Context: an optimization exercise on an open-source flow, tuned for small area, a short achievable clock period and few clock cycles per item. The choices shown serve that exercise and are no tape-out recipe. Function was not checked in any run shown here: the RTL went through the layout flow alone.

==> design.v <==
package iir_df1_biquad_axis_pkg;
    localparam int unsigned acc_guard_bits = 3;
endpackage
module iir_fa (
    input  logic a,
    input  logic b,
    input  logic c,
    output logic s,
    output logic co
);
    assign s  = a ^ b ^ c;
    assign co = (a & b) | (a & c) | (b & c);
endmodule
module iir_x2 (
    input  logic a,
    input  logic b,
    output logic s
);
    assign s = a ^ b;
endmodule
module iir_ha (
    input  logic a,
    input  logic b,
    output logic s,
    output logic co
);
    assign s  = a ^ b;
    assign co = a & b;
endmodule
module iir_df1_biquad_axis
#(
    parameter int unsigned coeff_width  = 16,
    parameter int unsigned inout_width  = 16,
    parameter int unsigned scale_factor = 14,
    parameter int          a1_int_coeff = -31880,
    parameter int          a2_int_coeff = 15531,
    parameter int          bo_int_coeff = 167,
    parameter int          b1_int_coeff = -302,
    parameter int          b2_int_coeff = 167
) (
    input  logic                          clk,
    input  logic                          rst,
    input  logic                          s_axis_tvalid,
    input  logic signed [inout_width-1:0] s_axis_tdata,
    output logic                          m_axis_tready,
    output logic signed [inout_width-1:0] m_axis_tdata,
    output logic                          m_axis_tvalid
);
    logic        v1_q, v2_q, v3_q;        
    logic [15:0] hx1_q, hx2_q;            
    logic [15:0] y1_q;                    
    logic [15:0] yb_q;                    
    logic signed [17:0] r, t_d, t_q;
    logic [31:0]  ga_d, ga_q;
    logic [31:10] gb_d, gb_q;
    logic         gc_d, gc_q;
    logic         c29;
    logic [2:0]   top0, top1;
    logic         ok0, ok1, hi_ok, sgn;
    logic [15:0]  y_sat;
    assign r   = 18'(signed'(hx2_q)) - 18'(signed'(hx1_q)) * 18'sd2;
    assign t_d = 18'(signed'(s_axis_tdata)) + r;
    logic gt1, gt2, gt3, gt4, gt5, gt6, gt7, gt8, gt9, gt10, gt11, gt12;
    logic gt13, gt14, gt15, gt16, gt17, gt18, gt19, gt20, gt21, gt22, gt23, gt24;
    logic gt25, gt26, gt27, gt28, gt29, gt30, gt31, gt32, gt33, gt34, gt35, gt36;
    logic gt37, gt38, gt39, gt40, gt41, gt42, gt43, gt44, gt45, gt46, gt47, gt48;
    logic gt49, gt50, gt51, gt52, gt53, gt54, gt55, gt56, gt57, gt58, gt59, gt60;
    logic gt61, gt62, gt63, gt64, gt65, gt66, gt67, gt68, gt69, gt70, gt71, gt72;
    logic gt73, gt74, gt75, gt76, gt77, gt78, gt79, gt80, gt81, gt82, gt83, gt84;
    logic gt85, gt86, gt87, gt88, gt89, gt90, gt91, gt92, gt93, gt94, gt95, gt96;
    logic gt97, gt98, gt99, gt100, gt101, gt102, gt103, gt104, gt105, gt106, gt107, gt108;
    logic gt109, gt110, gt111, gt112, gt113, gt114, gt115, gt116, gt117, gt118, gt119, gt120;
    logic gt121, gt122, gt123, gt124, gt125, gt126, gt127, gt128, gt129, gt130, gt131, gt132;
    logic gt133, gt134, gt135, gt136, gt137, gt138, gt139, gt140, gt141, gt142, gt143, gt144;
    logic gt145, gt146, gt147, gt148, gt149, gt150, gt151, gt152, gt153, gt154, gt155, gt156;
    logic gt157, gt158, gt159, gt160, gt161, gt162, gt163, gt164, gt165, gt166, gt167, gt168;
    logic gt169, gt170, gt171, gt172, gt173, gt174, gt175, gt176, gt177, gt178, gt179, gt180;
    logic gt181, gt182, gt183, gt184, gt185, gt186, gt187, gt188, gt189, gt190, gt191, gt192;
    logic gt193, gt194, gt195, gt196, gt197, gt198, gt199, gt200, gt201, gt202, gt203, gt204;
    logic gt205, gt206, gt207, gt208, gt209, gt210, gt211, gt212, gt213, gt214, gt215, gt216;
    logic gt217, gt218, gt219, gt220, gt221, gt222, gt223, gt224, gt225, gt226, gt227, gt228;
    logic gt229, gt230, gt231, gt232, gt233, gt234, gt235, gt236, gt237, gt238, gt239, gt240;
    logic gt241, gt242, gt243, gt244, gt245, gt246, gt247, gt248, gt249, gt250, gt251, gt252;
    logic gt253, gt254, gt255, gt256, gt257, gt258, gt259, gt260, gt261, gt262, gt263, gt264;
    logic gt265, gt266, gt267, gt268, gt269, gt270, gt271, gt272, gt273, gt274, gt275, gt276;
    logic gt277, gt278, gt279, gt280, gt281, gt282, gt283, gt284, gt285, gt286, gt287, gt288;
    logic gt289, gt290, gt291, gt292, gt293, gt294, gt295, gt296, gt297, gt298, gt299, gt300;
    logic gt301, gt302, gt303, gt304, gt305, gt306, gt307, gt308, gt309, gt310, gt311, gt312;
    logic gt313, gt314, gt315, gt316, gt317, gt318, gt319, gt320, gt321, gt322, gt323, gt324;
    logic gt325, gt326, gt327, gt328, gt329, gt330, gt331, gt332, gt333, gt334, gt335, gt336;
    logic gt337, gt338, gt339, gt340, gt341, gt342, gt343, gt344, gt345, gt346, gt347, gt348;
    logic gt349, gt350, gt351, gt352, gt353, gt354, gt355, gt356, gt357, gt358, gt359, gt360;
    logic gt361, gt362, gt363, gt364, gt365, gt366, gt367, gt368, gt369, gt370, gt371, gt372;
    logic gt373, gt374, gt375, gt376, gt377, gt378, gt379, gt380, gt381, gt382, gt383, gt384;
    logic gt385, gt386, gt387, gt388, gt389, gt390, gt391, gt392, gt393, gt394, gt395, gt396;
    logic gt397, gt398, gt399, gt400, gt401, gt402, gt403, gt404;
    iir_ha u_gt1 (.a(t_q[8]), .b(yb_q[0]), .s(gt1), .co(gt2));
    iir_fa u_gt3 (.a(t_q[6]), .b(t_q[4]), .c(t_q[2]), .s(gt3), .co(gt4));
    iir_ha u_gt5 (.a(t_q[10]), .b(yb_q[2]), .s(gt5), .co(gt6));
    iir_fa u_gt7 (.a(t_q[7]), .b(t_q[5]), .c(t_q[3]), .s(gt7), .co(gt8));
    iir_fa u_gt9 (.a(t_q[8]), .b(t_q[6]), .c(t_q[4]), .s(gt9), .co(gt10));
    iir_fa u_gt11 (.a(hx2_q[6]), .b(yb_q[11]), .c(yb_q[9]), .s(gt11), .co(gt12));
    iir_fa u_gt13 (.a(t_q[9]), .b(t_q[7]), .c(t_q[5]), .s(gt13), .co(gt14));
    iir_fa u_gt15 (.a(hx2_q[7]), .b(yb_q[12]), .c(yb_q[10]), .s(gt15), .co(gt16));
    iir_fa u_gt17 (.a(t_q[10]), .b(t_q[8]), .c(t_q[6]), .s(gt17), .co(gt18));
    iir_fa u_gt19 (.a(hx2_q[8]), .b(yb_q[13]), .c(yb_q[11]), .s(gt19), .co(gt20));
    iir_ha u_gt21 (.a(t_q[14]), .b(yb_q[6]), .s(gt21), .co(gt22));
    iir_fa u_gt23 (.a(t_q[11]), .b(t_q[9]), .c(t_q[7]), .s(gt23), .co(gt24));
    iir_fa u_gt25 (.a(hx2_q[9]), .b(yb_q[14]), .c(yb_q[12]), .s(gt25), .co(gt26));
    iir_ha u_gt27 (.a(t_q[15]), .b(yb_q[15]), .s(gt27), .co(gt28));
    iir_fa u_gt29 (.a(t_q[12]), .b(t_q[10]), .c(t_q[8]), .s(gt29), .co(gt30));
    iir_fa u_gt31 (.a(hx2_q[10]), .b(yb_q[13]), .c(yb_q[11]), .s(gt31), .co(gt32));
    iir_ha u_gt33 (.a(yb_q[9]), .b(yb_q[5]), .s(gt33), .co(gt34));
    iir_ha u_gt35 (.a(t_q[16]), .b(yb_q[8]), .s(gt35), .co(gt36));
    iir_fa u_gt37 (.a(t_q[13]), .b(t_q[11]), .c(t_q[9]), .s(gt37), .co(gt38));
    iir_fa u_gt39 (.a(hx2_q[11]), .b(yb_q[14]), .c(yb_q[12]), .s(gt39), .co(gt40));
    iir_ha u_gt41 (.a(yb_q[10]), .b(yb_q[6]), .s(gt41), .co(gt42));
    iir_ha u_gt43 (.a(t_q[17]), .b(t_q[14]), .s(gt43), .co(gt44));
    assign gt45 = gt43 | gt44;
    iir_fa u_gt46 (.a(t_q[12]), .b(t_q[10]), .c(hx2_q[12]), .s(gt46), .co(gt47));
    iir_fa u_gt48 (.a(yb_q[15]), .b(yb_q[9]), .c(yb_q[3]), .s(gt48), .co(gt49));
    iir_ha u_gt50 (.a(yb_q[13]), .b(yb_q[11]), .s(gt50), .co(gt51));
    iir_ha u_gt52 (.a(t_q[15]), .b(t_q[13]), .s(gt52), .co(gt53));
    assign gt54 = gt52 | gt53;
    iir_fa u_gt55 (.a(t_q[11]), .b(hx2_q[13]), .c(yb_q[14]), .s(gt55), .co(gt56));
    iir_ha u_gt57 (.a(yb_q[12]), .b(yb_q[8]), .s(gt57), .co(gt58));
    iir_ha u_gt59 (.a(t_q[16]), .b(t_q[14]), .s(gt59), .co(gt60));
    assign gt61 = gt59 | gt60;
    iir_fa u_gt62 (.a(t_q[12]), .b(hx2_q[14]), .c(yb_q[13]), .s(gt62), .co(gt63));
    iir_ha u_gt64 (.a(t_q[17]), .b(hx2_q[15]), .s(gt64), .co(gt65));
    assign gt66 = ~(t_q[17] | hx2_q[15]);
    iir_ha u_gt67 (.a(t_q[2]), .b(t_q[0]), .s(gt67), .co(gt68));
    iir_fa u_gt69 (.a(t_q[3]), .b(t_q[1]), .c(hx2_q[1]), .s(gt69), .co(gt70));
    iir_ha u_gt71 (.a(yb_q[6]), .b(yb_q[4]), .s(gt71), .co(gt72));
    iir_fa u_gt73 (.a(t_q[4]), .b(t_q[2]), .c(t_q[0]), .s(gt73), .co(gt74));
    iir_fa u_gt75 (.a(hx2_q[2]), .b(yb_q[7]), .c(yb_q[5]), .s(gt75), .co(gt76));
    iir_ha u_gt77 (.a(yb_q[3]), .b(yb_q[1]), .s(gt77), .co(gt78));
    iir_fa u_gt79 (.a(t_q[5]), .b(t_q[3]), .c(t_q[1]), .s(gt79), .co(gt80));
    iir_fa u_gt81 (.a(hx2_q[3]), .b(yb_q[8]), .c(yb_q[6]), .s(gt81), .co(gt82));
    assign gt83 = ~gt1;
    iir_fa u_gt84 (.a(yb_q[4]), .b(yb_q[2]), .c(gt83), .s(gt84), .co(gt85));
    iir_fa u_gt86 (.a(hx2_q[4]), .b(yb_q[9]), .c(yb_q[7]), .s(gt86), .co(gt87));
    assign gt88 = ~t_q[9];
    iir_fa u_gt89 (.a(gt88), .b(yb_q[5]), .c(yb_q[3]), .s(gt89), .co(gt90));
    assign gt91 = ~gt3;
    iir_fa u_gt92 (.a(yb_q[1]), .b(gt2), .c(gt91), .s(gt92), .co(gt93));
    iir_fa u_gt94 (.a(hx2_q[5]), .b(yb_q[10]), .c(yb_q[8]), .s(gt94), .co(gt95));
    iir_fa u_gt96 (.a(yb_q[6]), .b(yb_q[4]), .c(yb_q[0]), .s(gt96), .co(gt97));
    assign gt98 = ~gt5;
    iir_fa u_gt99 (.a(gt4), .b(gt98), .c(gt7), .s(gt99), .co(gt100));
    iir_fa u_gt101 (.a(yb_q[7]), .b(yb_q[5]), .c(yb_q[1]), .s(gt101), .co(gt102));
    iir_fa u_gt103 (.a(t_q[11]), .b(yb_q[3]), .c(gt6), .s(gt103), .co(gt104));
    iir_fa u_gt105 (.a(gt8), .b(gt9), .c(gt11), .s(gt105), .co(gt106));
    iir_fa u_gt107 (.a(yb_q[8]), .b(yb_q[6]), .c(yb_q[2]), .s(gt107), .co(gt108));
    iir_fa u_gt109 (.a(gt10), .b(gt12), .c(gt13), .s(gt109), .co(gt110));
    assign gt111 = ~gt15;
    iir_fa u_gt112 (.a(t_q[12]), .b(yb_q[4]), .c(gt111), .s(gt112), .co(gt113));
    iir_fa u_gt114 (.a(yb_q[9]), .b(yb_q[7]), .c(yb_q[3]), .s(gt114), .co(gt115));
    iir_fa u_gt116 (.a(gt14), .b(gt16), .c(gt17), .s(gt116), .co(gt117));
    assign gt118 = ~gt19;
    iir_fa u_gt119 (.a(t_q[13]), .b(yb_q[5]), .c(gt118), .s(gt119), .co(gt120));
    iir_fa u_gt121 (.a(yb_q[10]), .b(yb_q[8]), .c(yb_q[4]), .s(gt121), .co(gt122));
    iir_fa u_gt123 (.a(gt18), .b(gt20), .c(gt23), .s(gt123), .co(gt124));
    assign gt125 = ~gt25;
    iir_fa u_gt126 (.a(yb_q[0]), .b(gt21), .c(gt125), .s(gt126), .co(gt127));
    assign gt128 = ~gt33;
    iir_fa u_gt129 (.a(yb_q[7]), .b(yb_q[1]), .c(gt128), .s(gt129), .co(gt130));
    iir_fa u_gt131 (.a(gt24), .b(gt26), .c(gt29), .s(gt131), .co(gt132));
    assign gt133 = ~gt31;
    iir_fa u_gt134 (.a(gt22), .b(gt27), .c(gt133), .s(gt134), .co(gt135));
    assign gt136 = ~yb_q[2];
    iir_fa u_gt137 (.a(gt136), .b(gt34), .c(gt41), .s(gt137), .co(gt138));
    iir_fa u_gt139 (.a(gt30), .b(gt32), .c(gt37), .s(gt139), .co(gt140));
    assign gt141 = ~gt39;
    iir_fa u_gt142 (.a(gt28), .b(gt35), .c(gt141), .s(gt142), .co(gt143));
    iir_fa u_gt144 (.a(yb_q[7]), .b(gt42), .c(gt50), .s(gt144), .co(gt145));
    iir_fa u_gt146 (.a(gt36), .b(gt43), .c(gt48), .s(gt146), .co(gt147));
    iir_fa u_gt148 (.a(gt38), .b(gt40), .c(gt46), .s(gt148), .co(gt149));
    assign gt150 = ~gt51;
    iir_fa u_gt151 (.a(yb_q[10]), .b(yb_q[4]), .c(gt150), .s(gt151), .co(gt152));
    iir_fa u_gt153 (.a(gt57), .b(gt45), .c(gt47), .s(gt153), .co(gt154));
    assign gt155 = ~gt55;
    iir_fa u_gt156 (.a(gt49), .b(gt52), .c(gt155), .s(gt156), .co(gt157));
    iir_fa u_gt158 (.a(yb_q[15]), .b(yb_q[11]), .c(yb_q[5]), .s(gt158), .co(gt159));
    iir_fa u_gt160 (.a(yb_q[9]), .b(gt58), .c(gt54), .s(gt160), .co(gt161));
    assign gt162 = ~gt59;
    iir_fa u_gt163 (.a(gt56), .b(gt162), .c(gt62), .s(gt163), .co(gt164));
    iir_fa u_gt165 (.a(t_q[15]), .b(t_q[13]), .c(yb_q[14]), .s(gt165), .co(gt166));
    assign gt167 = ~yb_q[10];
    iir_fa u_gt168 (.a(yb_q[12]), .b(gt167), .c(yb_q[6]), .s(gt168), .co(gt169));
    iir_fa u_gt170 (.a(gt64), .b(gt61), .c(gt63), .s(gt170), .co(gt171));
    iir_ha u_gt172 (.a(t_q[16]), .b(t_q[14]), .s(gt172), .co(gt173));
    assign gt174 = gt172 | gt173;
    iir_fa u_gt175 (.a(yb_q[15]), .b(yb_q[13]), .c(yb_q[7]), .s(gt175), .co(gt176));
    iir_ha u_gt177 (.a(yb_q[11]), .b(gt66), .s(gt177), .co(gt178));
    iir_fa u_gt179 (.a(t_q[17]), .b(yb_q[14]), .c(yb_q[8]), .s(gt179), .co(gt180));
    iir_ha u_gt181 (.a(t_q[1]), .b(yb_q[4]), .s(gt181), .co(gt182));
    iir_fa u_gt183 (.a(hx2_q[0]), .b(yb_q[5]), .c(yb_q[3]), .s(gt183), .co(gt184));
    iir_ha u_gt185 (.a(t_q[5]), .b(yb_q[1]), .s(gt185), .co(gt186));
    assign gt187 = ~t_q[5] & yb_q[1];
    assign gt188 = ~t_q[6];
    iir_fa u_gt189 (.a(gt188), .b(yb_q[2]), .c(yb_q[0]), .s(gt189), .co(gt190));
    iir_fa u_gt191 (.a(gt68), .b(gt71), .c(gt69), .s(gt191), .co(gt192));
    assign gt193 = ~t_q[7];
    iir_fa u_gt194 (.a(gt193), .b(gt72), .c(gt77), .s(gt194), .co(gt195));
    iir_fa u_gt196 (.a(gt70), .b(gt73), .c(gt75), .s(gt196), .co(gt197));
    iir_fa u_gt198 (.a(gt78), .b(gt74), .c(gt76), .s(gt198), .co(gt199));
    iir_fa u_gt200 (.a(gt79), .b(gt81), .c(gt84), .s(gt200), .co(gt201));
    iir_fa u_gt202 (.a(gt80), .b(gt82), .c(gt86), .s(gt202), .co(gt203));
    assign gt204 = ~gt92;
    iir_fa u_gt205 (.a(gt89), .b(gt85), .c(gt204), .s(gt205), .co(gt206));
    iir_fa u_gt207 (.a(gt87), .b(gt90), .c(gt94), .s(gt207), .co(gt208));
    assign gt209 = ~gt93;
    iir_fa u_gt210 (.a(gt96), .b(gt209), .c(gt99), .s(gt210), .co(gt211));
    iir_fa u_gt212 (.a(gt95), .b(gt97), .c(gt101), .s(gt212), .co(gt213));
    assign gt214 = ~gt103;
    iir_fa u_gt215 (.a(gt100), .b(gt214), .c(gt105), .s(gt215), .co(gt216));
    iir_fa u_gt217 (.a(gt102), .b(gt107), .c(gt106), .s(gt217), .co(gt218));
    assign gt219 = ~gt109;
    iir_fa u_gt220 (.a(gt104), .b(gt219), .c(gt112), .s(gt220), .co(gt221));
    iir_fa u_gt222 (.a(gt108), .b(gt114), .c(gt110), .s(gt222), .co(gt223));
    assign gt224 = ~gt116;
    iir_fa u_gt225 (.a(gt113), .b(gt224), .c(gt119), .s(gt225), .co(gt226));
    iir_fa u_gt227 (.a(gt115), .b(gt121), .c(gt117), .s(gt227), .co(gt228));
    assign gt229 = ~gt123;
    iir_fa u_gt230 (.a(gt120), .b(gt229), .c(gt126), .s(gt230), .co(gt231));
    iir_fa u_gt232 (.a(gt122), .b(gt124), .c(gt131), .s(gt232), .co(gt233));
    iir_fa u_gt234 (.a(gt129), .b(gt127), .c(gt134), .s(gt234), .co(gt235));
    iir_fa u_gt236 (.a(gt130), .b(gt135), .c(gt142), .s(gt236), .co(gt237));
    iir_fa u_gt238 (.a(gt137), .b(gt132), .c(gt139), .s(gt238), .co(gt239));
    iir_fa u_gt240 (.a(gt138), .b(gt144), .c(gt140), .s(gt240), .co(gt241));
    assign gt242 = ~gt148;
    iir_fa u_gt243 (.a(gt143), .b(gt146), .c(gt242), .s(gt243), .co(gt244));
    iir_fa u_gt245 (.a(gt145), .b(gt149), .c(gt153), .s(gt245), .co(gt246));
    iir_fa u_gt247 (.a(gt151), .b(gt147), .c(gt156), .s(gt247), .co(gt248));
    iir_fa u_gt249 (.a(gt158), .b(gt152), .c(gt157), .s(gt249), .co(gt250));
    iir_fa u_gt251 (.a(gt154), .b(gt160), .c(gt163), .s(gt251), .co(gt252));
    assign gt253 = ~gt165;
    iir_fa u_gt254 (.a(gt159), .b(gt253), .c(gt168), .s(gt254), .co(gt255));
    iir_fa u_gt256 (.a(gt161), .b(gt164), .c(gt170), .s(gt256), .co(gt257));
    iir_fa u_gt258 (.a(gt169), .b(gt172), .c(gt175), .s(gt258), .co(gt259));
    iir_fa u_gt260 (.a(gt166), .b(gt177), .c(gt171), .s(gt260), .co(gt261));
    iir_fa u_gt262 (.a(t_q[15]), .b(yb_q[12]), .c(gt174), .s(gt262), .co(gt263));
    assign gt264 = ~gt178;
    iir_fa u_gt265 (.a(gt176), .b(gt179), .c(gt264), .s(gt265), .co(gt266));
    iir_ha u_gt267 (.a(t_q[16]), .b(yb_q[15]), .s(gt267), .co(gt268));
    assign gt269 = gt267 | gt268;
    assign gt270 = ~yb_q[13];
    iir_fa u_gt271 (.a(gt270), .b(yb_q[9]), .c(gt180), .s(gt271), .co(gt272));
    iir_ha u_gt273 (.a(t_q[17]), .b(yb_q[10]), .s(gt273), .co(gt274));
    iir_ha u_gt275 (.a(t_q[0]), .b(yb_q[3]), .s(gt275), .co(gt276));
    assign gt277 = ~t_q[4];
    iir_fa u_gt278 (.a(gt277), .b(yb_q[2]), .c(yb_q[0]), .s(gt278), .co(gt279));
    assign gt280 = ~gt185;
    iir_fa u_gt281 (.a(gt182), .b(gt280), .c(gt67), .s(gt281), .co(gt282));
    iir_fa u_gt283 (.a(gt187), .b(gt184), .c(gt189), .s(gt283), .co(gt284));
    iir_fa u_gt285 (.a(gt190), .b(gt194), .c(gt192), .s(gt285), .co(gt286));
    iir_fa u_gt287 (.a(gt195), .b(gt197), .c(gt198), .s(gt287), .co(gt288));
    iir_fa u_gt289 (.a(gt199), .b(gt202), .c(gt201), .s(gt289), .co(gt290));
    iir_fa u_gt291 (.a(gt203), .b(gt207), .c(gt206), .s(gt291), .co(gt292));
    iir_fa u_gt293 (.a(gt208), .b(gt212), .c(gt211), .s(gt293), .co(gt294));
    iir_fa u_gt295 (.a(gt213), .b(gt216), .c(gt217), .s(gt295), .co(gt296));
    assign gt297 = ~gt221;
    iir_fa u_gt298 (.a(gt218), .b(gt297), .c(gt222), .s(gt298), .co(gt299));
    assign gt300 = ~gt226;
    iir_fa u_gt301 (.a(gt223), .b(gt300), .c(gt227), .s(gt301), .co(gt302));
    assign gt303 = ~gt231;
    iir_fa u_gt304 (.a(gt228), .b(gt303), .c(gt232), .s(gt304), .co(gt305));
    assign gt306 = ~gt233;
    iir_fa u_gt307 (.a(gt306), .b(gt235), .c(gt236), .s(gt307), .co(gt308));
    assign gt309 = ~gt237;
    iir_fa u_gt310 (.a(gt309), .b(gt239), .c(gt240), .s(gt310), .co(gt311));
    assign gt312 = ~gt244;
    iir_fa u_gt313 (.a(gt241), .b(gt312), .c(gt245), .s(gt313), .co(gt314));
    assign gt315 = ~gt246;
    iir_fa u_gt316 (.a(gt315), .b(gt248), .c(gt249), .s(gt316), .co(gt317));
    assign gt318 = ~gt252;
    iir_fa u_gt319 (.a(gt254), .b(gt250), .c(gt318), .s(gt319), .co(gt320));
    assign gt321 = ~gt257;
    iir_fa u_gt322 (.a(gt255), .b(gt258), .c(gt321), .s(gt322), .co(gt323));
    assign gt324 = ~gt262;
    iir_fa u_gt325 (.a(gt259), .b(gt324), .c(gt265), .s(gt325), .co(gt326));
    iir_fa u_gt327 (.a(gt267), .b(gt271), .c(gt266), .s(gt327), .co(gt328));
    assign gt329 = ~gt273;
    iir_fa u_gt330 (.a(yb_q[14]), .b(gt269), .c(gt329), .s(gt330), .co(gt331));
    iir_ha u_gt332 (.a(yb_q[15]), .b(yb_q[11]), .s(gt332), .co(gt333));
    assign gt334 = ~(yb_q[15] | yb_q[11]);
    iir_ha u_gt335 (.a(t_q[1]), .b(yb_q[1]), .s(gt335), .co(gt336));
    assign gt337 = ~t_q[1] & yb_q[1];
    assign gt338 = ~t_q[2];
    iir_fa u_gt339 (.a(gt338), .b(yb_q[2]), .c(yb_q[0]), .s(gt339), .co(gt340));
    assign gt341 = ~t_q[3];
    iir_fa u_gt342 (.a(gt341), .b(yb_q[1]), .c(gt275), .s(gt342), .co(gt343));
    iir_fa u_gt344 (.a(gt276), .b(gt181), .c(gt278), .s(gt344), .co(gt345));
    iir_fa u_gt346 (.a(gt279), .b(gt183), .c(gt281), .s(gt346), .co(gt347));
    iir_fa u_gt348 (.a(gt282), .b(gt283), .c(gt191), .s(gt348), .co(gt349));
    iir_fa u_gt350 (.a(gt284), .b(gt196), .c(gt285), .s(gt350), .co(gt351));
    iir_fa u_gt352 (.a(gt286), .b(gt287), .c(gt200), .s(gt352), .co(gt353));
    iir_fa u_gt354 (.a(gt288), .b(gt205), .c(gt289), .s(gt354), .co(gt355));
    iir_fa u_gt356 (.a(gt210), .b(gt290), .c(gt291), .s(gt356), .co(gt357));
    iir_fa u_gt358 (.a(gt215), .b(gt292), .c(gt293), .s(gt358), .co(gt359));
    assign gt360 = ~gt220;
    iir_fa u_gt361 (.a(gt360), .b(gt294), .c(gt295), .s(gt361), .co(gt362));
    assign gt363 = ~gt225;
    iir_fa u_gt364 (.a(gt363), .b(gt296), .c(gt298), .s(gt364), .co(gt365));
    assign gt366 = ~gt230;
    iir_fa u_gt367 (.a(gt366), .b(gt299), .c(gt301), .s(gt367), .co(gt368));
    assign gt369 = ~gt234;
    iir_fa u_gt370 (.a(gt369), .b(gt302), .c(gt304), .s(gt370), .co(gt371));
    assign gt372 = ~gt307;
    iir_fa u_gt373 (.a(gt238), .b(gt305), .c(gt372), .s(gt373), .co(gt374));
    assign gt375 = ~gt310;
    iir_fa u_gt376 (.a(gt243), .b(gt308), .c(gt375), .s(gt376), .co(gt377));
    assign gt378 = ~gt247;
    iir_fa u_gt379 (.a(gt378), .b(gt311), .c(gt313), .s(gt379), .co(gt380));
    assign gt381 = ~gt316;
    iir_fa u_gt382 (.a(gt251), .b(gt314), .c(gt381), .s(gt382), .co(gt383));
    assign gt384 = ~gt256;
    iir_fa u_gt385 (.a(gt384), .b(gt317), .c(gt319), .s(gt385), .co(gt386));
    assign gt387 = ~gt260;
    iir_fa u_gt388 (.a(gt387), .b(gt320), .c(gt322), .s(gt388), .co(gt389));
    assign gt390 = ~gt261;
    iir_fa u_gt391 (.a(gt390), .b(gt325), .c(gt323), .s(gt391), .co(gt392));
    assign gt393 = ~gt263;
    iir_fa u_gt394 (.a(gt393), .b(gt326), .c(gt327), .s(gt394), .co(gt395));
    assign gt396 = ~gt330;
    iir_fa u_gt397 (.a(gt396), .b(gt272), .c(gt328), .s(gt397), .co(gt398));
    assign gt399 = ~gt274;
    iir_fa u_gt400 (.a(gt332), .b(gt399), .c(gt331), .s(gt400), .co(gt401));
    iir_ha u_gt402 (.a(yb_q[12]), .b(gt334), .s(gt402), .co(gt403));
    assign gt404 = ~yb_q[12] & gt334;
    logic [10:0] g_lo;
    assign g_lo = {1'b0, gt353, gt351, gt349, gt347, gt345, gt343, gt340, gt337, ~t_q[0], t_q[0]} + {1'b0, gt354, gt352, gt350, gt348, gt346, gt344, gt342, gt339, ~gt335, yb_q[0]};
    assign ga_d = {1'b1, 1'b0, ~yb_q[14], ~yb_q[13], gt404, gt401, ~gt398, ~gt395, ~gt392, ~gt389, ~gt386, gt383, gt380, ~gt377, gt374, gt371, gt368, gt365, gt362, gt359, gt357, gt355, g_lo[9:0]};
    assign gb_d = {1'b0, 1'b0, yb_q[15], yb_q[14], yb_q[13], ~gt402, gt400, ~gt397, ~gt394, ~gt391, ~gt388, ~gt385, gt382, gt379, ~gt376, gt373, gt370, gt367, gt364, gt361, gt358, gt356};
    assign gc_d = g_lo[10];
    logic lt1, lt2, lt3, lt4, lt5, lt6, lt7, lt8, lt9, lt10, lt11, lt12;
    logic lt13, lt14, lt15, lt16, lt17, lt18, lt19, lt20, lt21, lt22, lt23, lt24;
    logic lt25, lt26, lt27, lt28, lt29, lt30, lt31, lt32, lt33, lt34, lt35, lt36;
    logic lt37, lt38, lt39, lt40, lt41, lt42, lt43, lt44, lt45, lt46, lt47, lt48;
    logic lt49, lt50, lt51, lt52, lt53, lt54, lt55, lt56, lt57, lt58, lt59, lt60;
    logic lt61, lt62, lt63, lt64, lt65, lt66, lt67, lt68, lt69, lt70, lt71, lt72;
    logic lt73, lt74, lt75, lt76, lt77, lt78, lt79, lt80, lt81, lt82, lt83, lt84;
    logic lt85, lt86, lt87, lt88, lt89, lt90, lt91, lt92, lt93, lt94, lt95, lt96;
    logic lt97, lt98, lt99, lt100, lt101, lt102, lt103, lt104, lt105, lt106, lt107, lt108;
    logic lt109, lt110, lt111, lt112, lt113, lt114, lt115, lt116, lt117, lt118, lt119, lt120;
    logic lt121, lt122, lt123, lt124, lt125, lt126, lt127, lt128, lt129, lt130, lt131, lt132;
    logic lt133, lt134, lt135, lt136, lt137, lt138, lt139, lt140, lt141, lt142, lt143, lt144;
    logic lt145, lt146, lt147, lt148, lt149, lt150, lt151, lt152, lt153, lt154, lt155, lt156;
    iir_fa u_lt1 (.a(ga_q[10]), .b(gb_q[10]), .c(gc_q), .s(lt1), .co(lt2));
    iir_fa u_lt3 (.a(ga_q[11]), .b(gb_q[11]), .c(y1_q[8]), .s(lt3), .co(lt4));
    iir_fa u_lt5 (.a(ga_q[12]), .b(gb_q[12]), .c(y1_q[9]), .s(lt5), .co(lt6));
    iir_fa u_lt7 (.a(ga_q[13]), .b(gb_q[13]), .c(y1_q[10]), .s(lt7), .co(lt8));
    iir_fa u_lt9 (.a(ga_q[14]), .b(gb_q[14]), .c(y1_q[11]), .s(lt9), .co(lt10));
    iir_fa u_lt11 (.a(ga_q[15]), .b(gb_q[15]), .c(y1_q[12]), .s(lt11), .co(lt12));
    iir_ha u_lt13 (.a(y1_q[8]), .b(y1_q[0]), .s(lt13), .co(lt14));
    iir_fa u_lt15 (.a(ga_q[16]), .b(gb_q[16]), .c(y1_q[13]), .s(lt15), .co(lt16));
    assign lt17 = ~y1_q[6];
    iir_fa u_lt18 (.a(y1_q[9]), .b(lt17), .c(y1_q[1]), .s(lt18), .co(lt19));
    iir_fa u_lt20 (.a(ga_q[17]), .b(gb_q[17]), .c(y1_q[14]), .s(lt20), .co(lt21));
    assign lt22 = ~y1_q[7];
    iir_fa u_lt23 (.a(y1_q[10]), .b(lt22), .c(y1_q[2]), .s(lt23), .co(lt24));
    iir_fa u_lt25 (.a(ga_q[18]), .b(gb_q[18]), .c(y1_q[11]), .s(lt25), .co(lt26));
    assign lt27 = ~y1_q[3];
    iir_fa u_lt28 (.a(y1_q[15]), .b(y1_q[8]), .c(lt27), .s(lt28), .co(lt29));
    iir_fa u_lt30 (.a(ga_q[19]), .b(gb_q[19]), .c(y1_q[12]), .s(lt30), .co(lt31));
    iir_ha u_lt32 (.a(y1_q[9]), .b(y1_q[4]), .s(lt32), .co(lt33));
    assign lt34 = ~y1_q[9] & y1_q[4];
    iir_fa u_lt35 (.a(ga_q[20]), .b(gb_q[20]), .c(y1_q[13]), .s(lt35), .co(lt36));
    iir_ha u_lt37 (.a(y1_q[10]), .b(y1_q[5]), .s(lt37), .co(lt38));
    assign lt39 = ~y1_q[10] & y1_q[5];
    iir_fa u_lt40 (.a(ga_q[21]), .b(gb_q[21]), .c(y1_q[14]), .s(lt40), .co(lt41));
    iir_ha u_lt42 (.a(y1_q[11]), .b(y1_q[6]), .s(lt42), .co(lt43));
    assign lt44 = ~y1_q[11] & y1_q[6];
    iir_fa u_lt45 (.a(ga_q[22]), .b(gb_q[22]), .c(y1_q[7]), .s(lt45), .co(lt46));
    iir_ha u_lt47 (.a(y1_q[15]), .b(y1_q[12]), .s(lt47), .co(lt48));
    assign lt49 = ~(y1_q[15] | y1_q[12]);
    iir_fa u_lt50 (.a(ga_q[23]), .b(gb_q[23]), .c(y1_q[8]), .s(lt50), .co(lt51));
    iir_ha u_lt52 (.a(ga_q[24]), .b(gb_q[24]), .s(lt52), .co(lt53));
    iir_ha u_lt54 (.a(ga_q[25]), .b(gb_q[25]), .s(lt54), .co(lt55));
    iir_ha u_lt56 (.a(y1_q[7]), .b(y1_q[3]), .s(lt56), .co(lt57));
    iir_fa u_lt58 (.a(y1_q[4]), .b(lt2), .c(lt3), .s(lt58), .co(lt59));
    iir_fa u_lt60 (.a(y1_q[5]), .b(lt4), .c(lt5), .s(lt60), .co(lt61));
    iir_fa u_lt62 (.a(y1_q[6]), .b(lt6), .c(lt7), .s(lt62), .co(lt63));
    iir_fa u_lt64 (.a(y1_q[7]), .b(lt8), .c(lt9), .s(lt64), .co(lt65));
    iir_fa u_lt66 (.a(lt13), .b(lt10), .c(lt11), .s(lt66), .co(lt67));
    iir_fa u_lt68 (.a(lt14), .b(lt12), .c(lt15), .s(lt68), .co(lt69));
    iir_fa u_lt70 (.a(lt16), .b(lt19), .c(lt20), .s(lt70), .co(lt71));
    iir_fa u_lt72 (.a(lt21), .b(lt24), .c(lt25), .s(lt72), .co(lt73));
    assign lt74 = ~lt26;
    iir_fa u_lt75 (.a(lt32), .b(lt74), .c(lt29), .s(lt75), .co(lt76));
    iir_fa u_lt77 (.a(lt34), .b(lt31), .c(lt35), .s(lt77), .co(lt78));
    iir_fa u_lt79 (.a(lt39), .b(lt36), .c(lt40), .s(lt79), .co(lt80));
    iir_fa u_lt81 (.a(lt44), .b(lt47), .c(lt41), .s(lt81), .co(lt82));
    iir_fa u_lt83 (.a(lt49), .b(lt46), .c(lt50), .s(lt83), .co(lt84));
    assign lt85 = ~y1_q[14];
    iir_fa u_lt86 (.a(lt85), .b(y1_q[9]), .c(lt52), .s(lt86), .co(lt87));
    iir_fa u_lt88 (.a(y1_q[15]), .b(y1_q[10]), .c(lt53), .s(lt88), .co(lt89));
    iir_fa u_lt90 (.a(ga_q[26]), .b(gb_q[26]), .c(y1_q[11]), .s(lt90), .co(lt91));
    iir_ha u_lt92 (.a(ga_q[27]), .b(gb_q[27]), .s(lt92), .co(lt93));
    iir_ha u_lt94 (.a(ga_q[28]), .b(gb_q[28]), .s(lt94), .co(lt95));
    iir_ha u_lt96 (.a(ga_q[29]), .b(gb_q[29]), .s(lt96), .co(lt97));
    iir_ha u_lt98 (.a(ga_q[7]), .b(y1_q[4]), .s(lt98), .co(lt99));
    iir_fa u_lt100 (.a(ga_q[8]), .b(y1_q[5]), .c(y1_q[1]), .s(lt100), .co(lt101));
    iir_fa u_lt102 (.a(ga_q[9]), .b(y1_q[6]), .c(y1_q[2]), .s(lt102), .co(lt103));
    assign lt104 = ~y1_q[0];
    iir_fa u_lt105 (.a(lt104), .b(lt56), .c(lt1), .s(lt105), .co(lt106));
    assign lt107 = ~y1_q[1];
    iir_fa u_lt108 (.a(lt107), .b(lt57), .c(lt58), .s(lt108), .co(lt109));
    assign lt110 = ~y1_q[2];
    iir_fa u_lt111 (.a(lt110), .b(lt59), .c(lt60), .s(lt111), .co(lt112));
    iir_fa u_lt113 (.a(lt27), .b(lt61), .c(lt62), .s(lt113), .co(lt114));
    assign lt115 = ~y1_q[4];
    iir_fa u_lt116 (.a(lt115), .b(lt63), .c(lt64), .s(lt116), .co(lt117));
    assign lt118 = ~y1_q[5];
    iir_fa u_lt119 (.a(lt118), .b(lt65), .c(lt66), .s(lt119), .co(lt120));
    iir_fa u_lt121 (.a(lt18), .b(lt67), .c(lt68), .s(lt121), .co(lt122));
    iir_fa u_lt123 (.a(lt23), .b(lt69), .c(lt70), .s(lt123), .co(lt124));
    assign lt125 = ~lt28;
    iir_fa u_lt126 (.a(lt125), .b(lt71), .c(lt72), .s(lt126), .co(lt127));
    assign lt128 = ~lt75;
    iir_fa u_lt129 (.a(lt30), .b(lt73), .c(lt128), .s(lt129), .co(lt130));
    assign lt131 = ~lt77;
    iir_fa u_lt132 (.a(lt37), .b(lt76), .c(lt131), .s(lt132), .co(lt133));
    assign lt134 = ~lt42;
    iir_fa u_lt135 (.a(lt134), .b(lt78), .c(lt79), .s(lt135), .co(lt136));
    iir_fa u_lt137 (.a(lt45), .b(lt80), .c(lt81), .s(lt137), .co(lt138));
    assign lt139 = ~y1_q[13];
    iir_fa u_lt140 (.a(lt139), .b(lt82), .c(lt83), .s(lt140), .co(lt141));
    iir_fa u_lt142 (.a(lt51), .b(lt86), .c(lt84), .s(lt142), .co(lt143));
    iir_fa u_lt144 (.a(lt54), .b(lt87), .c(lt88), .s(lt144), .co(lt145));
    iir_fa u_lt146 (.a(lt55), .b(lt90), .c(lt89), .s(lt146), .co(lt147));
    iir_fa u_lt148 (.a(y1_q[12]), .b(lt92), .c(lt91), .s(lt148), .co(lt149));
    iir_fa u_lt150 (.a(y1_q[13]), .b(lt93), .c(lt94), .s(lt150), .co(lt151));
    iir_fa u_lt152 (.a(y1_q[14]), .b(lt95), .c(lt96), .s(lt152), .co(lt153));
    iir_ha u_lt154 (.a(y1_q[15]), .b(lt97), .s(lt154), .co(lt155));
    assign lt156 = ~y1_q[15] & lt97;
    logic [31:0] la, lb, cg, cp;
    assign la = {lt156, lt153, lt151, lt149, lt147, lt145, lt143, lt141, lt138, lt136, ~lt133, lt130, lt127, lt124, lt122, lt120, lt117, lt114, lt112, lt109, lt106, lt103, lt101, lt99, lt98, ga_q[6], ga_q[5], ga_q[4], ga_q[3], ga_q[2], ga_q[1], ga_q[0]};
    assign lb = {1'b1, ~lt154, lt152, lt150, lt148, lt146, lt144, lt142, lt140, lt137, lt135, ~lt132, lt129, lt126, lt123, lt121, lt119, lt116, lt113, lt111, lt108, lt105, lt102, lt100, y1_q[0], y1_q[3], y1_q[2], y1_q[1], y1_q[0], 1'b0, 1'b0, 1'b0};
    assign cg = la & lb;
    assign cp = la | lb;
    logic [28:14] cx, cs;
    iir_x2 u_cx14 (.a(la[14]), .b(lb[14]), .s(cx[14]));
    iir_x2 u_cx15 (.a(la[15]), .b(lb[15]), .s(cx[15]));
    iir_x2 u_cx16 (.a(la[16]), .b(lb[16]), .s(cx[16]));
    iir_x2 u_cx17 (.a(la[17]), .b(lb[17]), .s(cx[17]));
    iir_x2 u_cx18 (.a(la[18]), .b(lb[18]), .s(cx[18]));
    iir_x2 u_cx19 (.a(la[19]), .b(lb[19]), .s(cx[19]));
    iir_x2 u_cx20 (.a(la[20]), .b(lb[20]), .s(cx[20]));
    iir_x2 u_cx21 (.a(la[21]), .b(lb[21]), .s(cx[21]));
    iir_x2 u_cx22 (.a(la[22]), .b(lb[22]), .s(cx[22]));
    iir_x2 u_cx23 (.a(la[23]), .b(lb[23]), .s(cx[23]));
    iir_x2 u_cx24 (.a(la[24]), .b(lb[24]), .s(cx[24]));
    iir_x2 u_cx25 (.a(la[25]), .b(lb[25]), .s(cx[25]));
    iir_x2 u_cx26 (.a(la[26]), .b(lb[26]), .s(cx[26]));
    iir_x2 u_cx27 (.a(la[27]), .b(lb[27]), .s(cx[27]));
    iir_x2 u_cx28 (.a(la[28]), .b(lb[28]), .s(cx[28]));
    logic pg1, pp1;
    assign pg1 = cg[1] | (cp[1] & cg[0]);
    assign pp1 = cp[1] & cp[0];
    logic pg2, pp2;
    assign pg2 = cg[3] | (cp[3] & cg[2]);
    assign pp2 = cp[3] & cp[2];
    logic pg3, pp3;
    assign pg3 = cg[5] | (cp[5] & cg[4]);
    assign pp3 = cp[5] & cp[4];
    logic pg4, pp4;
    assign pg4 = cg[7] | (cp[7] & cg[6]);
    assign pp4 = cp[7] & cp[6];
    logic pg5, pp5;
    assign pg5 = cg[9] | (cp[9] & cg[8]);
    assign pp5 = cp[9] & cp[8];
    logic pg6, pp6;
    assign pg6 = cg[11] | (cp[11] & cg[10]);
    assign pp6 = cp[11] & cp[10];
    logic pg7, pp7;
    assign pg7 = cg[13] | (cp[13] & cg[12]);
    assign pp7 = cp[13] & cp[12];
    logic pg8, pp8;
    assign pg8 = cg[15] | (cp[15] & cg[14]);
    assign pp8 = cp[15] & cp[14];
    logic pg9, pp9;
    assign pg9 = cg[17] | (cp[17] & cg[16]);
    assign pp9 = cp[17] & cp[16];
    logic pg10, pp10;
    assign pg10 = cg[19] | (cp[19] & cg[18]);
    assign pp10 = cp[19] & cp[18];
    logic pg11, pp11;
    assign pg11 = cg[21] | (cp[21] & cg[20]);
    assign pp11 = cp[21] & cp[20];
    logic pg12, pp12;
    assign pg12 = cg[23] | (cp[23] & cg[22]);
    assign pp12 = cp[23] & cp[22];
    logic pg13, pp13;
    assign pg13 = cg[25] | (cp[25] & cg[24]);
    assign pp13 = cp[25] & cp[24];
    logic pg14, pp14;
    assign pg14 = cg[27] | (cp[27] & cg[26]);
    assign pp14 = cp[27] & cp[26];
    logic pg15, pp15;
    assign pg15 = cg[2] | (cp[2] & pg1);
    assign pp15 = cp[2] & pp1;
    logic pg16, pp16;
    assign pg16 = pg2 | (pp2 & pg1);
    assign pp16 = pp2 & pp1;
    logic pg17, pp17;
    assign pg17 = cg[6] | (cp[6] & pg3);
    assign pp17 = cp[6] & pp3;
    logic pg18, pp18;
    assign pg18 = pg4 | (pp4 & pg3);
    assign pp18 = pp4 & pp3;
    logic pg19, pp19;
    assign pg19 = cg[10] | (cp[10] & pg5);
    assign pp19 = cp[10] & pp5;
    logic pg20, pp20;
    assign pg20 = pg6 | (pp6 & pg5);
    assign pp20 = pp6 & pp5;
    logic pg21, pp21;
    assign pg21 = cg[14] | (cp[14] & pg7);
    assign pp21 = cp[14] & pp7;
    logic pg22, pp22;
    assign pg22 = pg8 | (pp8 & pg7);
    assign pp22 = pp8 & pp7;
    logic pg23, pp23;
    assign pg23 = cg[18] | (cp[18] & pg9);
    assign pp23 = cp[18] & pp9;
    logic pg24, pp24;
    assign pg24 = pg10 | (pp10 & pg9);
    assign pp24 = pp10 & pp9;
    logic pg25, pp25;
    assign pg25 = cg[22] | (cp[22] & pg11);
    assign pp25 = cp[22] & pp11;
    logic pg26, pp26;
    assign pg26 = pg12 | (pp12 & pg11);
    assign pp26 = pp12 & pp11;
    logic pg27, pp27;
    assign pg27 = cg[26] | (cp[26] & pg13);
    assign pp27 = cp[26] & pp13;
    logic pg28, pp28;
    assign pg28 = pg14 | (pp14 & pg13);
    assign pp28 = pp14 & pp13;
    logic pg29, pp29;
    assign pg29 = cg[4] | (cp[4] & pg16);
    assign pp29 = cp[4] & pp16;
    logic pg30, pp30;
    assign pg30 = pg3 | (pp3 & pg16);
    assign pp30 = pp3 & pp16;
    logic pg31, pp31;
    assign pg31 = pg17 | (pp17 & pg16);
    assign pp31 = pp17 & pp16;
    logic pg32, pp32;
    assign pg32 = pg18 | (pp18 & pg16);
    assign pp32 = pp18 & pp16;
    logic pg33, pp33;
    assign pg33 = cg[12] | (cp[12] & pg20);
    assign pp33 = cp[12] & pp20;
    logic pg34, pp34;
    assign pg34 = pg7 | (pp7 & pg20);
    assign pp34 = pp7 & pp20;
    logic pg35, pp35;
    assign pg35 = pg21 | (pp21 & pg20);
    assign pp35 = pp21 & pp20;
    logic pg36, pp36;
    assign pg36 = pg22 | (pp22 & pg20);
    assign pp36 = pp22 & pp20;
    logic pg37, pp37;
    assign pg37 = cg[20] | (cp[20] & pg24);
    assign pp37 = cp[20] & pp24;
    logic pg38, pp38;
    assign pg38 = pg11 | (pp11 & pg24);
    assign pp38 = pp11 & pp24;
    logic pg39, pp39;
    assign pg39 = pg25 | (pp25 & pg24);
    assign pp39 = pp25 & pp24;
    logic pg40, pp40;
    assign pg40 = pg26 | (pp26 & pg24);
    assign pp40 = pp26 & pp24;
    logic pg41, pp41;
    assign pg41 = cg[28] | (cp[28] & pg28);
    assign pp41 = cp[28] & pp28;
    logic pg42, pp42;
    assign pg42 = cg[8] | (cp[8] & pg32);
    assign pp42 = cp[8] & pp32;
    logic pg43, pp43;
    assign pg43 = pg5 | (pp5 & pg32);
    assign pp43 = pp5 & pp32;
    logic pg44, pp44;
    assign pg44 = pg19 | (pp19 & pg32);
    assign pp44 = pp19 & pp32;
    logic pg45, pp45;
    assign pg45 = pg20 | (pp20 & pg32);
    assign pp45 = pp20 & pp32;
    logic pg46, pp46;
    assign pg46 = pg33 | (pp33 & pg32);
    assign pp46 = pp33 & pp32;
    logic pg47, pp47;
    assign pg47 = pg34 | (pp34 & pg32);
    assign pp47 = pp34 & pp32;
    logic pg48, pp48;
    assign pg48 = pg35 | (pp35 & pg32);
    assign pp48 = pp35 & pp32;
    logic pg49, pp49;
    assign pg49 = pg36 | (pp36 & pg32);
    assign pp49 = pp36 & pp32;
    logic pg50, pp50;
    assign pg50 = cg[24] | (cp[24] & pg40);
    assign pp50 = cp[24] & pp40;
    logic pg51, pp51;
    assign pg51 = pg13 | (pp13 & pg40);
    assign pp51 = pp13 & pp40;
    logic pg52, pp52;
    assign pg52 = pg27 | (pp27 & pg40);
    assign pp52 = pp27 & pp40;
    logic pg53, pp53;
    assign pg53 = pg28 | (pp28 & pg40);
    assign pp53 = pp28 & pp40;
    logic pg54, pp54;
    assign pg54 = pg41 | (pp41 & pg40);
    assign pp54 = pp41 & pp40;
    logic pg55, pp55;
    assign pg55 = cg[16] | (cp[16] & pg49);
    assign pp55 = cp[16] & pp49;
    logic pg56, pp56;
    assign pg56 = pg9 | (pp9 & pg49);
    assign pp56 = pp9 & pp49;
    logic pg57, pp57;
    assign pg57 = pg23 | (pp23 & pg49);
    assign pp57 = pp23 & pp49;
    logic pg58, pp58;
    assign pg58 = pg24 | (pp24 & pg49);
    assign pp58 = pp24 & pp49;
    logic pg59, pp59;
    assign pg59 = pg37 | (pp37 & pg49);
    assign pp59 = pp37 & pp49;
    logic pg60, pp60;
    assign pg60 = pg38 | (pp38 & pg49);
    assign pp60 = pp38 & pp49;
    logic pg61, pp61;
    assign pg61 = pg39 | (pp39 & pg49);
    assign pp61 = pp39 & pp49;
    logic pg62, pp62;
    assign pg62 = pg40 | (pp40 & pg49);
    assign pp62 = pp40 & pp49;
    logic pg63, pp63;
    assign pg63 = pg50 | (pp50 & pg49);
    assign pp63 = pp50 & pp49;
    logic pg64, pp64;
    assign pg64 = pg51 | (pp51 & pg49);
    assign pp64 = pp51 & pp49;
    logic pg65, pp65;
    assign pg65 = pg52 | (pp52 & pg49);
    assign pp65 = pp52 & pp49;
    logic pg66, pp66;
    assign pg66 = pg53 | (pp53 & pg49);
    assign pp66 = pp53 & pp49;
    logic pg67, pp67;
    assign pg67 = pg54 | (pp54 & pg49);
    assign pp67 = pp54 & pp49;
    assign cs[14] = cx[14] ^ pg47;
    assign cs[15] = cx[15] ^ pg48;
    assign cs[16] = cx[16] ^ pg49;
    assign cs[17] = cx[17] ^ pg55;
    assign cs[18] = cx[18] ^ pg56;
    assign cs[19] = cx[19] ^ pg57;
    assign cs[20] = cx[20] ^ pg58;
    assign cs[21] = cx[21] ^ pg59;
    assign cs[22] = cx[22] ^ pg60;
    assign cs[23] = cx[23] ^ pg61;
    assign cs[24] = cx[24] ^ pg62;
    assign cs[25] = cx[25] ^ pg63;
    assign cs[26] = cx[26] ^ pg64;
    assign cs[27] = cx[27] ^ pg65;
    assign cs[28] = cx[28] ^ pg66;
    assign c29 = pg67;
    assign top0  = la[31:29] + lb[31:29];
    assign top1  = la[31:29] + lb[31:29] + 3'd1;
    assign ok0   = (top0 == 3'b000) || (top0 == 3'b111);
    assign ok1   = (top1 == 3'b000) || (top1 == 3'b111);
    assign hi_ok = c29 ? ok1 : ok0;
    assign sgn   = c29 ? top1[2] : top0[2];
    assign y_sat = {sgn, hi_ok ? cs : {15{~sgn}}};
    always_ff @(posedge clk) begin
        t_q  <= t_d;
        ga_q <= ga_d;
        gb_q <= gb_d;
        gc_q <= gc_d;
        if (rst) begin
            v1_q  <= 1'b0;
            v2_q  <= 1'b0;
            v3_q  <= 1'b0;
            hx1_q <= '0;
            hx2_q <= '0;
            y1_q  <= '0;
            yb_q  <= '0;
        end else begin
            v1_q <= s_axis_tvalid;
            v2_q <= v1_q;
            v3_q <= v2_q;
            if (s_axis_tvalid) begin
                hx1_q <= s_axis_tdata;
                hx2_q <= hx1_q;
            end
            if (v2_q) begin
                y1_q <= y_sat;
            end
            if (v1_q && v2_q) begin
                yb_q <= y_sat;
            end else if (v1_q || v2_q) begin
                yb_q <= y1_q;
            end
        end
    end
    assign m_axis_tready = 1'b1;
    assign m_axis_tdata  = y1_q;
    assign m_axis_tvalid = v3_q;
endmodule
==> run.sh <==
#!/bin/bash
# synth_recipe.tcl (not shown) runs the flow's synth.tcl, then flattens the netlist and writes it again
# the make line also repeats each setting of config.mk as NAME=value (left out here)
make -C /OpenROAD-flow-scripts/flow DESIGN_CONFIG=/design/flow/config.mk WORK_HOME=/design/flow/orfs CLKGATE_MAP_FILE= SYNTH_SCRIPT=/design/flow/synth_recipe.tcl finish
==> config.mk <==
export PLATFORM = sky130hd
export DESIGN_NAME = iir_df1_biquad_axis
export DESIGN_NICKNAME = iir_df1_biquad_axis
export VERILOG_FILES = /design/flow/design.v
export SDC_FILE = /design/flow/constraint.sdc
export NUM_CORES = 4
export LEC_CHECK = 0
export ABC_AREA = 1
export CAP_MARGIN = 20
export CORE_MARGIN = 2
export CORE_UTILIZATION = 40
export SETUP_SLACK_MARGIN = 3.0
export SLEW_MARGIN = 20
export SYNTH_HIERARCHICAL = 1
export SYNTH_MINIMUM_KEEP_SIZE = 0
==> constraint.sdc <==
create_clock -name core_clock -period 7.0 [get_ports {clk}]
set_input_delay 1.4000 -clock core_clock [delete_from_list [all_inputs] [get_ports {clk}]]
set_output_delay 1.4000 -clock core_clock [all_outputs]
set_load 0.01 [all_outputs]
==> summary.md, run 1 <==
| Metric | Value |
|---|---|
| Clk sinks | `133` |
| FF+latch count, synth | `between 100 and 150` |
| Largest family of logic cells by synthesized area | `adder cells` |
| Fin area | `around 13000 um2` |
| Port bufs | `35` |
| Endpoints failing setup | `0` |
| Row count | `63` |
| Wire length per cell | `15.14 um` |
| Post-Synth XOR/XNOR Area | `about 2.0%` |
| Post-CTS Setup Inserts | `0` |
| Most common cell on crit path | `nand2_1` |
| Initial DRC count | `421` |
| CTS H-tree depth | `4` |
| Total wire length | `26.35 mm` |
| Max Root-Sink Buffers | `2` |
| CP max stage cell | `fa_1` |
| Die X | `176.6 um` |
| Ys async rst share | `0%` |
| Post-synthesis sequential area ratio | `22.35%` |
| Final setup TNS | `0 ns` |
| Fillcell total | `2852` |
| Die area | `a little over 30000 um2` |
| Vias in the first global route | `8295` |
| Hold/Removal Path Class | `reg -> reg` |
| Min Hold Slack | `0.5154 ns` |
| Placed Area | `12620 um2` |
| GRT Total Usage | `18.09%` |
| Worst skew pair latency | `0.43 ns` |
| Synth Area in Compound Gates | `8.949%` |
| Post-DP HPWL | `21.23 mm` |
| Mux contribution to synthesized area | `0%` |
| Worst slew margin | `a little over a third` |
| Initial antenna violation count | `0` |
| Ys flop type | `dfxtp_1` |
| Layout Skew | `0.01490 ns` |
| Worst EP required | `7.32 ns` |
| MaxCap Viol Count | `0` |
| First-pass GRT wire length | `43.61 mm` |
| CTS tree | `done` |
| Avg Cell Area, Syn | `9.094 um2` |
| Synthesized Nets | `1610` |
| Die Span Y | `176.6 um` |
| ANT cells | `0` |
| Final min period | `3.771 ns` |
| Vias | `8317` |
| Nets | `1638` |
| Worst setup EP type | `flop` |
| Total core area | `29480 um2` |
| Initial Util | `40.41%` |
| Critical path startpoint category | `input port` |
| Status | `finished clean` |
| WP data arrival | `4.09 ns` |
| FMAX | `265.2 MHz` |
| Area growth, synth to finish | `11.37%` |
| Final worst-path cycle share | `53.86%` |
| CTS Buf Count | `17` |
| Worst slew pin tran | `~0.97 ns` |
| Storage cell area | `2679 um2` |
| Clock transition at path regs | `around 0.06 ns` |
| Place WS | `approximately 2.7 ns` |
| Gr ovfl total | `0` |
| Vias per cell | `between 4 and 5` |
| Kind of critical path | `in -> reg` |
| Drt pass-1 iters | `5` |
| Adder-Cell Fraction of Synth Area | `43.06%` |
| EDFF count, synth | `0` |
| Number of distinct library cells after synthesis | `45` |
| CP cell instances | `clkdlybuf4s50_1 -> inv_1 -> fa_1 -> inv_1 -> ha_1 -> a21oi_1 -> o21ai_1 -> a21oi_1 -> o21ai_2 -> a21boi_1 -> o21ai_1 -> nand3_1 -> nand2_1 -> nand2_1 -> nand2_1` |
| Slew Viols, Final | `0` |
| Final Hold Violating Endpoints | `0` |
| RSZ-0062 raised after global routing | `yes` |
| I/O pin count | `37` |
| Synth Warn # | `7` |
| Gp weighted congestion | `0.8408` |
| Max incr delay on CP | `0.53 ns` |
| Simple-gate share of the synthesized area | `13.66%` |
| Root Driver | `clkbuf_16` |
| Cells after Synth | `1310` |
| Multi-input combinational cell area | `between 8000 and 9000 um2` |
| Largest net degree at the start of global routing | `44` |
| CP Max Fanout | `4` |
| Fraction of layout cells with a size suffix above 1 | `8.370%` |
| Drc violations | `0` |
| Routed Antenna Nets | `0` |
| Setup slack after layout | `3.229 ns` |
| Mapped Area | `11910 um2` |
state kept, by name (all words and copies together), names as in the netlist:
signal and count:
ga_q 27, gb_q 20, gc_q 1, hx1_q 16, hx2_q 16, t_q 18, v1_q 1, v2_q 1
v3_q 1, y1_q 16, yb_q 16
per-stage QoR:
stage / util, % / std cells
detailed placement: 42.80 / 1709
floorplan: - / 1310
global placement: 42.80 / 1709
global route: 45.00 / 1740
CTS: 44.89 / 1740
finish: 45.00 / 1740
cell usage in the layout, fill, tap and decap left out, drive strengths merged, types with 5 or more instances in the layout:
master           n
a21oi          100
clkbuf          23
clkdlybuf4s50   34
clkinv           6
dfxtp          133
fa             215
ha              66
inv            273
nand2          246
nand3           41
nor2            61
nor3             8
o21ai           75
o22ai            5
or2              8
xnor2            9
xor2            18
modules after synthesis, one instance, submodules excluded:
module | flops+latches | area [um2] | cells
iir_df1_biquad_axis | 133 | 7179 | 998
iir_fa | 0 | 20.02 | 1
iir_ha | 0 | 12.51 | 1
iir_x2 | 0 | 18.77 | 5
metal layers:
metal | global-route usage [%] | vias to the layer above | part of all wire (%)
li1 | - | 4052 | -
met3 | 2.692 | 21 | 4.2
met1 | 25.43 | 4072 | 48
met5 | 0 | - | 0
met4 | 3.926 | 0 | 1.1
met2 | 29.67 | 172 | 47
final cells by class:
| class | instances | share of cell area [%] |
|---|---|---|
| multi-input cells | 874 | 61.00 |
| flip-flops and latches | 133 | 20.19 |
| inverters | 274 | 7.761 |
| clock buffers | 23 | 3.678 |
| well taps | 390 | 3.678 |
| repair buffers | 38 | 2.773 |
| clock inverters | 8 | 0.9242 |
worst max-delay path: cells and delay by family:
kind            cells  cell delay (ns)
compound gates      6             1.00
fa+ha+maj           2             0.87
buf+inv             3             0.55
simple gates        4             0.28
synthesized netlist by cell type (13+ instances only):
library cell | count | area share [%]
nor2_1 | 54 | 1.7
ha_1 | 66 | 6.9
nand2_1 | 212 | 6.7
nand3_1 | 40 | 1.7
o21ai_0 | 62 | 2.6
clkbuf_1 | 19 | 0.60
dfxtp_1 | 133 | 22
nand2_2 | 31 | 1.6
fa_1 | 215 | 36
inv_1 | 269 | 8.5
xor2_1 | 18 | 1.3
o21ai_1 | 13 | 0.55
a21oi_1 | 88 | 3.7
worst paths after layout:
path / to / from / depth (start not counted) / slack, ns
worst max register to register: ga_q[9] / yb_q[5] / 10 / 3.23
worst min-delay path: hx2_q[15] / hx1_q[15] / 2 / 0.52
worst max-delay path: t_q[14] / s_axis_tdata[3] / 15 / 3.23
worst min register to register: hx2_q[15] / hx1_q[15] / 2 / 0.52
kinds of logic after synthesis:
kind of cell / Yosys count
buffers and inverters: 303
and+or+nand+nor: 371
DFF: 133
other: 1
AOI/OAI and AO/OA: 194
xor gates and xnor gates: 27
adders and majority gates: 281
what timing repair did:
| item | CTS | global route |
|---|---|---|
| endpoints found under the setup margin | 11 | 32 |
| resized for setup | 6 | 14 |
| pin swaps | 0 | 0 |
| hold buffers | 0 | 0 |
==> run 2, diff against run 1 <==
--- a/config.mk
+++ b/config.mk
@@ -9,7 +9,7 @@
 export CAP_MARGIN = 20
 export CORE_MARGIN = 2
 export CORE_UTILIZATION = 40
-export SETUP_SLACK_MARGIN = 3.0
+export SETUP_SLACK_MARGIN = 3.3
 export SLEW_MARGIN = 20
 export SYNTH_HIERARCHICAL = 1
 export SYNTH_MINIMUM_KEEP_SIZE = 0
==> summary.md, run 2 <==
| Metric | Value |
|---|---|
| Slew Viols, Final | `0` |
| Critical path startpoint category | `input port` |
| Nets | `1674` |
| Worst R2R Setup Slack | `3.42 ns` |
| Status | `finished clean` |
| Hold path start | `hx1_q[15]` |
| Post-DP HPWL | `between 20 and 25 mm` |
| Final worst-path cycle share | `51.44%` |
| First-pass GRT wire length | `43.98 mm` |
| ANT cells | `0` |
| Top Registers | `ga_q x27, gb_q x20, t_q x18` |
| Port bufs | `35` |
| Initial Util | `40.41%` |
| Worst slew pin tran | `about 0.97 ns` |
| RSZ-0062 raised after global routing | `yes` |
| Area growth, synth to finish | `15.85%` |
| Ys async rst share | `0%` |
| Clk sinks | `133` |
| FMAX | `277.7 MHz` |
| Synth area leader | `fa_1` |
| Drt pass-1 iters | `5` |
| Commonest cells post-synth | `inv_1 (269), fa_1 (215), nand2_1 (212)` |
| Hold_buf cts | `0` |
| CTS tree | `done` |
| Vias in the first global route | `8348` |
| Final Hold Violating Endpoints | `0` |
| Most frequent cells in the layout | `inv_1 (266), fa_1 (206), nand2_1 (201)` |
| Gp weighted congestion | `0.8408` |
| Drc violations | `0` |
| Synth Warn # | `7` |
| Row count | `63` |
| Number of distinct library cells after synthesis | `45` |
| Hold/Removal Path Class | `reg -> reg` |
| Worst skew pair latency | `about 0.43 ns` |
| Wire length per cell | `15.44 um` |
| Vias per cell | `4.775` |
| Largest Register | `ga_q` |
| Max FFs per register | `27` |
| Avg Cell Area, Syn | `9.094 um2` |
| Post-synthesis sequential area ratio | `22.35%` |
| GRT Total Usage | `18.27%` |
| Final min period | `3.601 ns` |
| Worst EP required | `7.32 ns` |
| Critical R2R Launch | `ga_q[16]` |
| CP Max Fanout | `4` |
| CP cell instances | `clkdlybuf4s50_1 -> inv_1 -> fa_1 -> inv_1 -> ha_1 -> a21oi_2 -> o21ai_2 -> a21oi_2 -> o21ai_2 -> a21boi_2 -> o21ai_2 -> nand3_1 -> nand2_1 -> nand2_1 -> nand2_1` |
| Largest cells by area after synthesis | `fa_1 (36%), dfxtp_1 (22%), inv_1 (8.5%), ha_1 (6.9%), nand2_1 (6.7%)` |
| WP data arrival | `3.92 ns` |
| Total core area | `29480 um2` |
| Mapped Area | `11910 um2` |
| Hold Crit Depth | `2` |
| Die Span Y | `176.6 um` |
| CP delay by family, top | `adder cells` |
| Commonest non-fill, non-tap cell in the layout | `inv_1` |
| Ys flop type | `dfxtp_1` |
| Reg-to-reg endpoint | `y1_q[4]` |
| Total wire length | `~27 mm` |
| MaxCap Viol Count | `0` |
| Final setup TNS | `0 ns` |
| Initial antenna violation count | `0` |
| Largest net degree at the start of global routing | `44` |
| Layout Skew | `0.01560 ns` |
| Reg2Reg Depth | `16` |
| CP max stage cell | `fa_1` |
| Share of the synthesized area in the top cell type | `36.13%` |
| Endpoints failing setup | `0` |
| Root Driver | `clkbuf_16` |
| Clock transition at path regs | `0.06 ns` |
| I/O pin count | `37` |
| FF+latch count, synth | `133` |
| Worst slew margin | `35.54%` |
| Gr ovfl total | `0` |
| Hold endpoint | `hx2_q[15]` |
| Worst setup EP type | `flop` |
| Cells after Synth | `1310` |
| Die area | `between 30000 and 40000 um2` |
| Kind of critical path | `in -> reg` |
| Routed Antenna Nets | `0` |
| Max incr delay on CP | `about 0.53 ns` |
| Most common cell in the netlist | `inv_1` |
| CTS Buf Count | `17` |
| EDFF count, synth | `0` |
| Max Root-Sink Buffers | `2` |
| Vias | `8481` |
| Initial DRC count | `364` |
| Fraction of layout cells with a size suffix above 1 | `14.43%` |
| Synthesized Nets | `1610` |
| CP bufs+invs | `3` |
| Die X | `between 150 and 200 um` |
| CTS H-tree depth | `4` |
-- run 2: cell count changes in the layout (fill, tap and decap cells not counted), sizes merged --
cell      previous run  this run
buf                  4        37
clkinvlp             0         1
inv                273       272
nand2              246       249
-- run 2: layout make-up --
| type | instances | area, um2 |
|---|---|---|
| well taps | 390 | 488.0 |
| clock buffers | 23 | 488.0 |
| multi-input cells | 877 | 8322 |
| inverters | 274 | 1033 |
| clock inverters | 8 | 122.6 |
| fillers | 2821 | 15680 |
| flip-flops and latches | 133 | 2711 |
| repair buffers | 71 | 635.6 |
-- run 2: metal layers --
layer	vias to the layer above	part of all wire [%]	global-route usage, %
met5	-	0	0
met4	0	1.5	4.545
met3	23	4.2	2.929
met2	184	47	29.98
met1	4146	47	25.32
li1	4128	-	-
-- run 2: kinds of logic after synthesis --
| group | after synthesis | share of synthesized area (%) |
|---|---|---|
| and+or+nand+nor | 371 | 13.66 |
| adders and majority gates | 281 | 43.06 |
| AOI/OAI and AO/OA | 194 | 8.949 |
| DFF | 133 | 22.35 |
| other | 1 | 0.03148 |
| buffers and inverters | 303 | 9.957 |
| xor gates and xnor gates | 27 | 1.985 |
-- run 2: Yosys stat by module (local to each module, per instance) --
module,times used,cell area [um2],flops+latches
iir_df1_biquad_axis,1,7179,133
iir_fa,198,20.02,0
iir_ha,39,12.51,0
iir_x2,15,18.77,0
-- run 2: through the flow --
stage / cells / utilization, % / setup WS, ns / instance area (um2) / hold slack [ns]
floorplan: 1310 / - / 3.395 / 11910 / 0.4715
global placement: 1709 / 42.80 / 2.724 / 12620 / 0.4918
detailed placement: 1709 / 42.80 / 2.677 / 12620 / 0.5054
CTS: 1744 / 45.26 / 3.318 / 13340 / 0.5141
global route: 1776 / 46.81 / 3.214 / 13800 / 0.5420
finish: 1776 / 46.81 / 3.399 / 13800 / 0.5148
-- run 2: worst max path at each step --
stage / from / endpoint / slack (ns) / cells past startpoint
6_report: s_axis_tdata[3] / t_q[14] / 3.40 / 15
5_1_grt: y1_q[11] / yb_q[2] / 3.21 / 18
4_1_cts: s_axis_tdata[3] / t_q[14] / 3.32 / 15
3_5_place_dp: s_axis_tdata[2] / t_q[14] / 2.68 / 14
3_3_place_gp: s_axis_tdata[2] / t_q[14] / 2.72 / 14
2_1_floorplan: s_axis_tdata[2] / t_q[14] / 3.39 / 13
-- run 2: worst min-delay path, delay by kind of cell (launching register included) --
kind / cells / cell delay [ns]
flops: 1 / 0.30
buf+inv: 1 / 0.09
compound gates: 1 / 0.07
-- run 2: timing repair --
item	4_1_cts	5_1_grt
cloned	1	2
resized for setup	34	64
pin swaps	2	23
endpoints found under the hold margin	0	0
setup endpoints to repair	35	38
buffers inserted	3	30

port drivers added, routing unchanged:
No port has a modelled driver above. Below, the same layouts with a new extraction and two added sets of constraints.
Step 1, drivers: a clkbuf_16 drives clk and a buf_2 each remaining input, both assumed.
Step 2 moves the port delays by t, midway between the first and last clock arrival at a register: inputs arrive t later, outputs are due t later. That takes back most of the time a late clock gives input paths.
Three values: ideal, step 1, step 2; two values: the first two.
run	t (ns)	setup slack, ns	worst setup path after step 2
run 1	0.465	3.229 / 3.235 / 2.785	input to register
run 2	0.464	3.399 / 3.419 / 2.955	input to register
After both steps setup and hold are still met in every run listed.
